From an optimization exercise on the open Yosys and OpenROAD flow, aimed at small area, a short achievable clock period and few clock cycles per item; shortcuts taken in it are not production practice. No functional check of the RTL was part of any run shown here.

==> flow/design.v (outline; a module is shown in full before it is edited, if it fits) <==
// module dot_s1: 1481 lines
// module dot_s2: 81 lines
// module matvec_top: 95 lines
module matvec_top (
  input  logic                 CLOCK_50,
  input  logic                 KEY,
  input  logic [9:0]           SW,
  output logic [9:0]           LEDR,
  output logic [6:0]           HEX0,
  output logic [6:0]           HEX1,
  output logic [6:0]           HEX2,
  output logic [6:0]           HEX3,
  output logic [6:0]           HEX4,
  output logic [6:0]           HEX5,
  output logic                 mem_rd,
  output logic [31:0]          mem_addr,
  input  logic                 mem_rsp_valid,
  input  logic [63:0]          mem_rsp_data
);
  // ...
==> flow/flow/run.sh <==
#!/bin/bash
# Layout flow: the standard flow, with one step added after synthesis.
# Yosys's full-adder extraction leaves an inverter between many pairs of full
# adders; fixpol.py picks each adder's polarity (a full adder is self-dual) so
# that most of them go, then a combinational equivalence check (flip-flops
# cut) must pass or the netlist is left as synthesis wrote it. Port buffers
# are plain buffers instead of the delay cells the placer picks by default.
# Each tool's output goes to a log of its own in this folder.
set -euo pipefail
W=$(pwd)
R=$W/orfs/results/$FLOW_PLATFORM/matvec_top/base
LIB=$FLOW_HOME/platforms/$FLOW_PLATFORM/lib/sky130_fd_sc_hd__tt_025C_1v80.lib
export BUFFER_PORTS_ARGS="-buffer_cell sky130_fd_sc_hd__buf_2"
# the clock tree without dummy loads
export CTS_ARGS="-sink_clustering_enable -repair_clock_nets -sink_clustering_size 30 -sink_clustering_max_diameter 100 -buf_list sky130_fd_sc_hd__clkbuf_16 -dont_use_dummy_load"

bash standard.sh synth > synth.log 2>&1

cp "$R/1_2_yosys.v" "$W/synth_netlist.v"
if python3 flow/fixpol.py "$W/synth_netlist.v" "$W/fixpol_netlist.v" > fixpol.log 2>&1; then
  mkdir -p "$W/cec"
  python3 flow/cutflops.py "$W/synth_netlist.v" "$W/cec/a.v" >> fixpol.log 2>&1
  python3 flow/cutflops.py "$W/fixpol_netlist.v" "$W/cec/b.v" >> fixpol.log 2>&1
  for x in a b; do
    yosys -q -p "read_liberty -ignore_miss_func $LIB; read_verilog $W/cec/$x.v; hierarchy -top $FLOW_TOP; flatten; techmap; opt_clean; setundef -zero; write_blif $W/cec/$x.blif" > "cec_yosys_$x.log" 2>&1
  done
  yosys-abc -c "cec $W/cec/a.blif $W/cec/b.blif" > cec.log 2>&1 || true
  if grep -q "Networks are equivalent" cec.log; then
    cp "$W/fixpol_netlist.v" "$R/1_2_yosys.v"
    echo "fixpol netlist used" >> fixpol.log
  else
    echo "equivalence not shown: synthesis netlist kept" >> fixpol.log
  fi
fi

bash standard.sh do-1_synth > synth_odb.log 2>&1
bash standard.sh finish > layout.log 2>&1
==> flow/flow/cutflops.py <==
#!/usr/bin/env python3
"""Turn a flat sky130hd netlist combinational: every flip-flop's outputs become
inputs and its inputs become outputs (named after the flop). usage: cutflops.py IN OUT"""
import re, sys
src = open(sys.argv[1]).read()
FF = re.compile(r'sky130_fd_sc_hd__(e?dfx|dfr|dfs|dfbb|sdf|edfx|dlx)\w*')
newports, newdecl, out = [], [], []
def san(n):
    return re.sub(r'[^A-Za-z0-9_]', '_', n)
def repl(m):
    typ, name, pins = m.group(1), m.group(2), m.group(3)
    if not FF.match(typ):
        return m.group(0)
    s = []
    for p, n in re.findall(r'\.(\w+)\(\s*((?:\\\S+\s)|[^()]*?)\s*\)', pins):
        n = n.strip()
        if n == '':
            continue
        pn = 'ff_' + san(name) + '_' + p
        if p in ('Q', 'Q_N'):
            newports.append(pn); newdecl.append(f'  input {pn};')
            s.append(f'  assign {n}{" " if n.startswith(chr(92)) else ""} = {pn};')
        elif p != 'CLK':
            newports.append(pn); newdecl.append(f'  output {pn};')
            s.append(f'  assign {pn} = {n}{" " if n.startswith(chr(92)) else ""};')
    return '\n'.join(s) + '\n'
body = re.sub(r'^\s*(sky130_fd_sc_hd__\w+)\s+(\S+)\s*\((.*?)\);\s*$', repl, src, flags=re.S | re.M)
body = re.sub(r'module (\w+)\((.*?)\);', lambda m: f'module {m.group(1)}({m.group(2)}, {", ".join(newports)});\n' + '\n'.join(newdecl), body, count=1, flags=re.S)
open(sys.argv[2], 'w').write(body)
==> flow/flow/fixpol.py <==
#!/usr/bin/env python3
"""Re-choose the polarity of full adders in a flat Yosys netlist of sky130hd cells.

A full adder is self-dual: FA(~a, ~b, ~c) = (~cout, ~sum). Yosys's full-adder
extraction leaves many inverters between adders; this picks for every fa cell
whether it works on true or complemented signals (and every and2/nand2 whether
it drives its true or complemented output) so that as few inverters as
possible are needed, then writes the netlist back with only those inverters.
Flip-flops, ports and all other cells keep their signals unchanged.

usage: fixpol.py IN.v OUT.v
"""
import re, sys, random

src = open(sys.argv[1]).read()
m = re.search(r'^module .*?;\n', src, re.S | re.M)
head_end = m.end()
endm = src.rindex('endmodule')
body = src[head_end:endm]

# statements of the body
stmts = [s.strip() for s in re.split(r';\s*\n', body) if s.strip()]
decls, insts = [], []
for s in stmts:
    if re.match(r'(input|output|wire|inout)\b', s):
        decls.append(s)
    elif s.startswith('assign'):
        sys.exit('assign statements not handled')
    else:
        mm = re.match(r'(\S+)\s+(\S+)\s*\((.*)\)\s*$', s, re.S)
        if not mm:
            sys.exit('cannot parse: ' + s[:200])
        typ, name, pins = mm.groups()
        pm = {}
        for p, n in re.findall(r'\.(\w+)\(\s*((?:\\\S+\s)|[^()]*?)\s*\)', pins):
            pm[p] = n.strip()
        insts.append([typ, name, pm])

ports = set()
for d in decls:
    if re.match(r'(input|output|inout)\b', d):
        nm = d.split()[-1]
        ports.add(nm)
def is_port(net):
    base = re.sub(r'\[\d+\]$', '', net)
    return base in ports or net in ports

OUTS = {'X', 'Y', 'Q', 'Q_N', 'SUM', 'COUT', 'HI', 'LO'}
def cell(t):
    return t.replace('sky130_fd_sc_hd__', '')

driver, loads = {}, {}
for i, (typ, name, pm) in enumerate(insts):
    for p, n in pm.items():
        if p in OUTS:
            driver[n] = (i, p)
        else:
            loads.setdefault(n, []).append((i, p))

def is_inv(i):
    return cell(insts[i][0]).startswith('inv_')

# root of a net through inverter chains: (root net, parity)
def root(n):
    k = 0
    seen = 0
    while n in driver and is_inv(driver[n][0]) and not is_port(n):
        i = driver[n][0]
        n = insts[i][2]['A']
        k ^= 1
        seen += 1
        if seen > 100:
            break
    return n, k

FLIP_GATES = {'and2_1': 'nand2_1', 'nand2_1': 'and2_1'}
OUTPIN = {'and2_1': 'X', 'nand2_1': 'Y'}
AREA = {'and2_1': 6.256, 'nand2_1': 3.7536}
INV = 3.7536

# managed inverters: those whose output is not a port
inv_removed = set(i for i, (t, n, pm) in enumerate(insts)
                  if cell(t).startswith('inv_') and not is_port(pm['Y']))

# consumers: for each root net, list of (inst, pin, parity) for non-removed-inverter loads
cons = {}
def collect(n, k, r):
    for (i, p) in loads.get(n, []):
        if i in inv_removed:
            collect(insts[i][2]['Y'], k ^ 1, r)
        else:
            cons.setdefault(r, []).append((i, p, k))
roots = set()
for n in list(driver.keys()) + [x for x in loads if x not in driver]:
    r, k = root(n)
    if k == 0 and n == r:
        roots.add(r)
for r in roots:
    collect(r, 0, r)

# flippable objects
fa = [i for i, (t, n, pm) in enumerate(insts) if cell(t).startswith('fa_')]
gates = [i for i, (t, n, pm) in enumerate(insts) if cell(t) in FLIP_GATES and not is_port(pm[OUTPIN[cell(t)]])]
flip = {i: 0 for i in fa + gates}

def prod(r):
    if r in driver:
        i, p = driver[r]
        if i in flip:
            return flip[i]
    return 0

def need(i, k):
    return k ^ flip.get(i, 0) if cell(insts[i][0]).startswith('fa_') else k

def cost_root(r):
    pr = prod(r)
    c = 0.0
    if any(need(i, k) != pr for (i, p, k) in cons.get(r, [])):
        c += INV
    if r in driver and driver[r][0] in flip and driver[r][0] in gates:
        t = cell(insts[driver[r][0]][0])
        c += AREA[FLIP_GATES[t]] if flip[driver[r][0]] else AREA[t]
    return c

# roots each object touches
touch = {}
for i in flip:
    rs = set()
    for p, n in insts[i][2].items():
        rs.add(root(n)[0])
    touch[i] = rs

def local_search(seed):
    rnd = random.Random(seed)
    order = list(flip)
    total = sum(cost_root(r) for r in roots)
    for it in range(100):
        rnd.shuffle(order)
        improved = False
        for i in order:
            before = sum(cost_root(r) for r in touch[i])
            flip[i] ^= 1
            after = sum(cost_root(r) for r in touch[i])
            if after < before - 1e-9:
                total += after - before
                improved = True
            else:
                flip[i] ^= 1
        if not improved:
            break
    return total

import math
MOVES = int(sys.argv[3]) if len(sys.argv) > 3 else 200000
def anneal(seed, init, moves=MOVES, t0=3.0, t1=0.02):
    rnd = random.Random(seed)
    for i in flip:
        flip[i] = init(i, rnd)
    objs = list(flip)
    total = sum(cost_root(r) for r in roots)
    best, best_flip = total, dict(flip)
    for m in range(moves):
        temp = t0 * (t1 / t0) ** (m / moves)
        i = objs[rnd.randrange(len(objs))]
        before = sum(cost_root(r) for r in touch[i])
        flip[i] ^= 1
        after = sum(cost_root(r) for r in touch[i])
        d = after - before
        if d <= 0 or rnd.random() < math.exp(-d / temp):
            total += d
            if total < best - 1e-9:
                best, best_flip = total, dict(flip)
        else:
            flip[i] ^= 1
    flip.update(best_flip)
    return local_search(seed)

start = sum(cost_root(r) for r in roots)
best, best_flip = None, None
inits = [lambda i, r: 0, lambda i, r: 1, lambda i, r: r.randint(0, 1)]
for trial, init in enumerate(inits):
    t = anneal(trial, init)
    if best is None or t < best - 1e-9:
        best, best_flip = t, dict(flip)
flip.update(best_flip)
total = best

# rebuild
newnet = {}
extra_insts, extra_wires = [], []
cnt = [0]
def net_for(r, pol):
    """net carrying root r xor pol"""
    pr = prod(r)
    if pol == pr:
        return r
    if r not in newnet:
        cnt[0] += 1
        nn = f'_fixpol_n{cnt[0]}_'
        extra_wires.append(nn)
        extra_insts.append(['sky130_fd_sc_hd__inv_1', f'_fixpol_i{cnt[0]}_', {'A': r, 'Y': nn}])
        newnet[r] = nn
    return newnet[r]

for r in roots:
    for (i, p, k) in cons.get(r, []):
        insts[i][2][p] = net_for(r, need(i, k))
for i in gates:
    if flip[i]:
        t = cell(insts[i][0])
        pm = insts[i][2]
        out = pm.pop(OUTPIN[t])
        nt = FLIP_GATES[t]
        pm[OUTPIN[nt]] = out
        insts[i][0] = 'sky130_fd_sc_hd__' + nt

out = [src[:head_end]]
for d in decls:
    out.append('  ' + d + ' ;\n')
for w in extra_wires:
    out.append(f'  wire {w};\n')
def fmt(t, n, pm):
    s = f'  {t} {n} (\n'
    s += ',\n'.join(f'    .{p}({v}{" " if v.startswith(chr(92)) else ""})' for p, v in pm.items())
    return s + '\n  );\n'
for i, (t, n, pm) in enumerate(insts):
    if i in inv_removed:
        continue
    out.append(fmt(t, n, pm))
for t, n, pm in extra_insts:
    out.append(fmt(t, n, pm))
out.append('endmodule\n')
open(sys.argv[2], 'w').write(''.join(out))
ninv_before = sum(1 for t, n, pm in insts if cell(t).startswith('inv_'))
print(f'fixpol: {len(fa)} fa, {len(gates)} and2/nand2, {len(inv_removed)} inverters removed, '
      f'{len(extra_insts)} added, {sum(flip[i] for i in fa)} fa and {sum(flip[i] for i in gates)} gates flipped; '
      f'cost {start:.1f} -> {total:.1f}')
==> flow/standard.sh <==
#!/bin/bash
# synth_recipe.tcl (not shown) runs the flow's synth.tcl, then flattens the netlist and writes it again
# the make line also repeats each setting of config.mk as NAME=value (left out here)
make -C /OpenROAD-flow-scripts/flow DESIGN_CONFIG=/design/flow/config.mk WORK_HOME=/design/flow/orfs CLKGATE_MAP_FILE= SYNTH_SCRIPT=/design/flow/synth_recipe.tcl "${@:-finish}"
==> flow/config.mk <==
export PLATFORM = sky130hd
export DESIGN_NAME = matvec_top
export DESIGN_NICKNAME = matvec_top
export VERILOG_FILES = /design/flow/design.v
export SDC_FILE = /design/flow/constraint.sdc
export NUM_CORES = 4
export LEC_CHECK = 0
export CAP_MARGIN = 20
export CORE_MARGIN = 2
export CORE_UTILIZATION = 40
export CTS_BUF_LIST = sky130_fd_sc_hd__clkbuf_16
export CTS_CLUSTER_DIAMETER = 100
export CTS_CLUSTER_SIZE = 30
export SETUP_SLACK_MARGIN = 3.5
export SLEW_MARGIN = 20
==> flow/constraint.sdc <==
create_clock -name core_clock -period 10.0 [get_ports {CLOCK_50}]
set_input_delay 2.0000 -clock core_clock [delete_from_list [all_inputs] [get_ports {CLOCK_50}]]
set_output_delay 2.0000 -clock core_clock [all_outputs]
set_load 0.01 [all_outputs]
==> results.py, run 1 <==
metrics = {
    "grt": {
        "use_met3": 0.0521,
        "use_met2": 0.376,
    },
    "cts": {
        "clock_latency_ns": 0.53,
        "root_buffer": "clkbuf_16",
        "clkTransAtPathRegs_ns": 0.11,
    },
    "sta": {
        "max_clock_freq_mhz": 157,
        "period_share": 0.639,
        "worst_pin_slew_ns": 0.825,
        "finClkSkew_ns": 0.0694,
        "rsz0062_at_grt": "true",
        "max_slew_margin": 0.448,
    },
    "routing": {
        "drc_errors": 0,
        "viasPerCell": 5.41,
        "dr.first_iter.drc_count": 1134,
        "wl_per_cell_microns": 23.6,
    },
    "finish": {
        "final_util": 0.442,
        "multiInputGateArea_sq_um": 14900,
        "buffer_area_frac": 0.0371,
        "drive_gt1_frac": 0.121,
        "nMultiInputCombCells": 1394,
        "fillers": 5298,
    },
    "worst_setup_path": {
        "setup.worst_path.end": "HEX0[3]",
        "timing.reg2reg.setup_slack_ns": 4.76,
        "crit_arrival_ns": 4.39,
        "r2r-end": "y_q[150]",
    },
    "place": {
        "dp_cells": 2683,
    },
    "floorplan": {
        "taps": 765,
    },
    "hold_path": {
        "min_path_type": "reg -> reg",
    },
    "status": {
        "status": "finished clean",
    },
}
==> run 2: changes to the inputs <==
--- a/flow/flow/run.sh
+++ b/flow/flow/run.sh
@@ -12,7 +12,7 @@
 LIB=$FLOW_HOME/platforms/$FLOW_PLATFORM/lib/sky130_fd_sc_hd__tt_025C_1v80.lib
 export BUFFER_PORTS_ARGS="-buffer_cell sky130_fd_sc_hd__buf_2"
 # the clock tree without dummy loads
-export CTS_ARGS="-sink_clustering_enable -repair_clock_nets -sink_clustering_size 30 -sink_clustering_max_diameter 100 -buf_list sky130_fd_sc_hd__clkbuf_16 -dont_use_dummy_load"
+export CTS_ARGS="-sink_clustering_enable -repair_clock_nets -sink_clustering_size 18 -sink_clustering_max_diameter 80 -buf_list sky130_fd_sc_hd__clkbuf_8 -dont_use_dummy_load"
 
 bash standard.sh synth > synth.log 2>&1
 
--- a/flow/config.mk
+++ b/flow/config.mk
@@ -8,8 +8,8 @@
 export CAP_MARGIN = 20
 export CORE_MARGIN = 2
 export CORE_UTILIZATION = 40
-export CTS_BUF_LIST = sky130_fd_sc_hd__clkbuf_16
-export CTS_CLUSTER_DIAMETER = 100
-export CTS_CLUSTER_SIZE = 30
+export CTS_BUF_LIST = sky130_fd_sc_hd__clkbuf_8
+export CTS_CLUSTER_DIAMETER = 80
+export CTS_CLUSTER_SIZE = 18
 export SETUP_SLACK_MARGIN = 3.5
 export SLEW_MARGIN = 20
==> run 2 against run 1 <==
  * First-iteration DRC count up 4.7%
  * Global-route usage up 0.065 points
  * Highest routed layer unchanged
  * Worst hold slack worse by 0.030 ns
  * Critical endpoint is now HEX1[3]
  * Synthesized cell count unchanged
  * Maximum frequency about the same
  * Sequential share of layout area up 0.11 points
  * Non-clock buffer count down 1
  * Critical path type unchanged
  * Area after synthesis unchanged
==> results.py, run 2 <==
metrics = {
    "sta": {
        "fin_crit_ns": 6.39,
        "setup-tns-final_ns": 0,
        "finalSetupViolations": 0,
        "hold_violations": 0,
        "slew_violations": 0,
        "finClkSkew_ns": 0.0543,
        "rsz0062_at_grt": "true",
        "worst_pin_slew_ns": 0.974,
        "period_share": 0.639,
        "max_slew_margin": 0.351,
        "max_clock_freq_mhz": 157,
    },
    "routing": {
        "drt-total-wl_mm": 64.5,
        "viasPerCell": 5.42,
        "drc_errors": 0,
        "wl_per_cell_microns": 23.7,
        "final_antenna_net_count": 0,
        "via_count": 14800,
        "drt_pass1_iterations": 5,
        "dr.first_iter.drc_count": 1187,
    },
    "finish": {
        "final_util": 0.440,
        "largest_reg_flops": 152,
        "layout_commonest_cell": "nand2_1",
        "top_register": "y_q",
        "nets": 2562,
        "drive_gt1_frac": 0.123,
        "synthToLayoutAreaGrowth_pct": 8.65,
        "layout_common_cells": "nand2_1, fa_1, edfxtp_1",
        "largest_registers": "y_q (152), b_q (64), s1_q (62)",
        "fin_area_sq_um": 25400,
        "diodes": 0,
    },
    "place": {
        "placed_cell_area_sq_um": 24700,
        "dpl.hpwl_mm": 52.1,
        "port_buffers": 118,
        "gp_congestion": 0.994,
    },
    "worst_setup_path": {
        "worstPathMaxFanout": 16,
        "crit_arrival_ns": 4.39,
        "worst_path_max_delay_cell": "mux2_2",
        "crit_path_end_kind": "primary output",
        "critPathMaxStageDelay_ns": 0.35,
        "start_kind": "input pin",
        "crit_chain": "buf_16, buf_16, mux2_2, a221oi_2, nor2_1, a221oi_4, inv_2, ha_4, mux2i_1, nor2_1, o41ai_2, buf_2",
        "critPathKind": "in -> out",
        "worstPathRequired_ns": 8.00,
    },
    "grt": {
        "grt_max_degree": 65,
        "grt_pass1_vias": 15900,
        "grt_pass1_wl_mm": 97.9,
        "gr-total-overflow": 0,
        "grtUsageTotal": 0.218,
        "grt_antenna_before_repair": 1,
    },
    "cts": {
        "cts_tree": "yes",
        "root_buffer": "clkbuf_8",
        "clockBufferDepth": 3,
        "clock-sinks": 288,
        "h-tree-depth": 1,
        "clock_latency_ns": 0.61,
        "ctsHoldBuffers": 0,
        "cts_buffers": 22,
        "clkTransAtPathRegs_ns": 0.11,
    },
    "synthesis": {
        "syn-cell-area_sq_um": 23400,
        "syn_inst": 1824,
        "yosysWarnings": 1,
        "avgSynthCellArea_sq_um": 12.8,
    },
    "floorplan": {
        "core_area_sq_um": 57800,
        "placementRows": 88,
        "num_io_pins": 162,
        "die_area_sq_um": 60500,
        "initial_core_util": 0.405,
        "die_x_microns": 246,
        "die_y_microns": 246,
    },
    "status": {
        "status": "finished clean",
    },
    "hold_path": {
        "min_path_type": "reg -> reg",
    },
    "job": {
        "maxCapViolations": 0,
    },
}
## run 2: worst paths after layout
check                           cells after the start  endpoint      from  slack (ns)
worst max-delay path                               12   HEX1[3]     SW[1]        3.61
max in group asynchronous                           1  tag_q[3]       KEY        8.52
worst min-delay path                                0  tag_q[1]    cnt[1]        0.41
worst max register to register                     12   y_q[18]  s1_q[10]        4.73
worst min register to register                      0  tag_q[1]    cnt[1]        0.41
min in group asynchronous                           1    cnt[0]       KEY        1.23
## run 2: metal layers
metal / wire length [microns] / global-route usage / up-vias / part of all wire
li1: - / - / 6143 / -
met5: 13 / 0 / - / 0.00020
met1: 25800 / 0.283 / 7831 / 0.40
met2: 31700 / 0.373 / 656 / 0.49
met3: 5410 / 0.0509 / 133 / 0.084
met4: 1550 / 0.0487 / 2 / 0.024
## run 2: repair_timing
| item | CTS | global route |
|---|---|---|
| gates resized for setup | 30 | 14 |
| gates cloned | 0 | 1 |
| hold endpoints to repair | 0 | 0 |
| pin swaps | 3 | 4 |
| buffers inserted | 8 | 12 |
| endpoints found under the setup margin | 35 | 9 |
## run 2: per-stage QoR
step                      setup WS, ns  hold slack [ns]  std cells
final                             3.61            0.412       2725
after global routing              3.46            0.436       2725
after detailed placement          2.48            0.448       2682
after CTS                         3.51            0.409       2712
after floorplan                   3.55            0.475       1859
after global placement            2.52            0.455       2682
## run 2: area by class of cell
| cell class | instances | area (sq um) |
|---|---|---|
| fill | 5332 | 32400 |
| multi-input combinational | 1394 | 14900 |
| sequential | 288 | 7980 |
| tap | 765 | 957 |
| timing repair buffer | 152 | 956 |
| inverter | 104 | 395 |
| clock buffer | 22 | 303 |
## run 2: worst max-delay path: cells and delay by family
family / cells / cell delay [ns]
compound gates: 3 / 0.78
fa+ha+maj: 1 / 0.30
buf+inv: 4 / 0.58
mux: 2 / 0.54
simple gates: 2 / 0.17

static timing again, ports no longer ideal:
How much do the figures lean on ideal ports? The routed layouts below were timed once more, with nothing changed but the port constraints.
Step 1 (the two cells are an assumption about what drives the block):
set clk [get_ports {CLOCK_50}]
set_driving_cell -lib_cell sky130_fd_sc_hd__clkbuf_16 $clk
set_driving_cell -lib_cell sky130_fd_sc_hd__buf_2 [delete_from_list [all_inputs] $clk]
Step 2 adds t to the input delays and takes it off the output delays; t is the mean of the earliest and latest rising clock arrival at the registers after step 1. Input paths then give back, and output paths get back, about the clock's delay inside the block.
Three values: ideal ports, drivers, drivers and shift; two values: the first two.
run	shift t [ns]	setup WS [ns]	worst hold slack (ns)	worst register clock-pin slew, ns	cell pins on the clock port's net
run 1	0.554	3.612 / 3.567 / 3.567	0.442 / 0.442 / 0.442	0.11 / 0.11	1
run 2	0.638	3.614 / 3.433 / 3.433	0.412 / 0.412 / 0.412	0.11 / 0.11	1
After both steps every run listed still meets setup and hold. The setup slack of run 2, which loses most, moves by -0.181 ns with the drivers and by -0.181 ns with both steps.
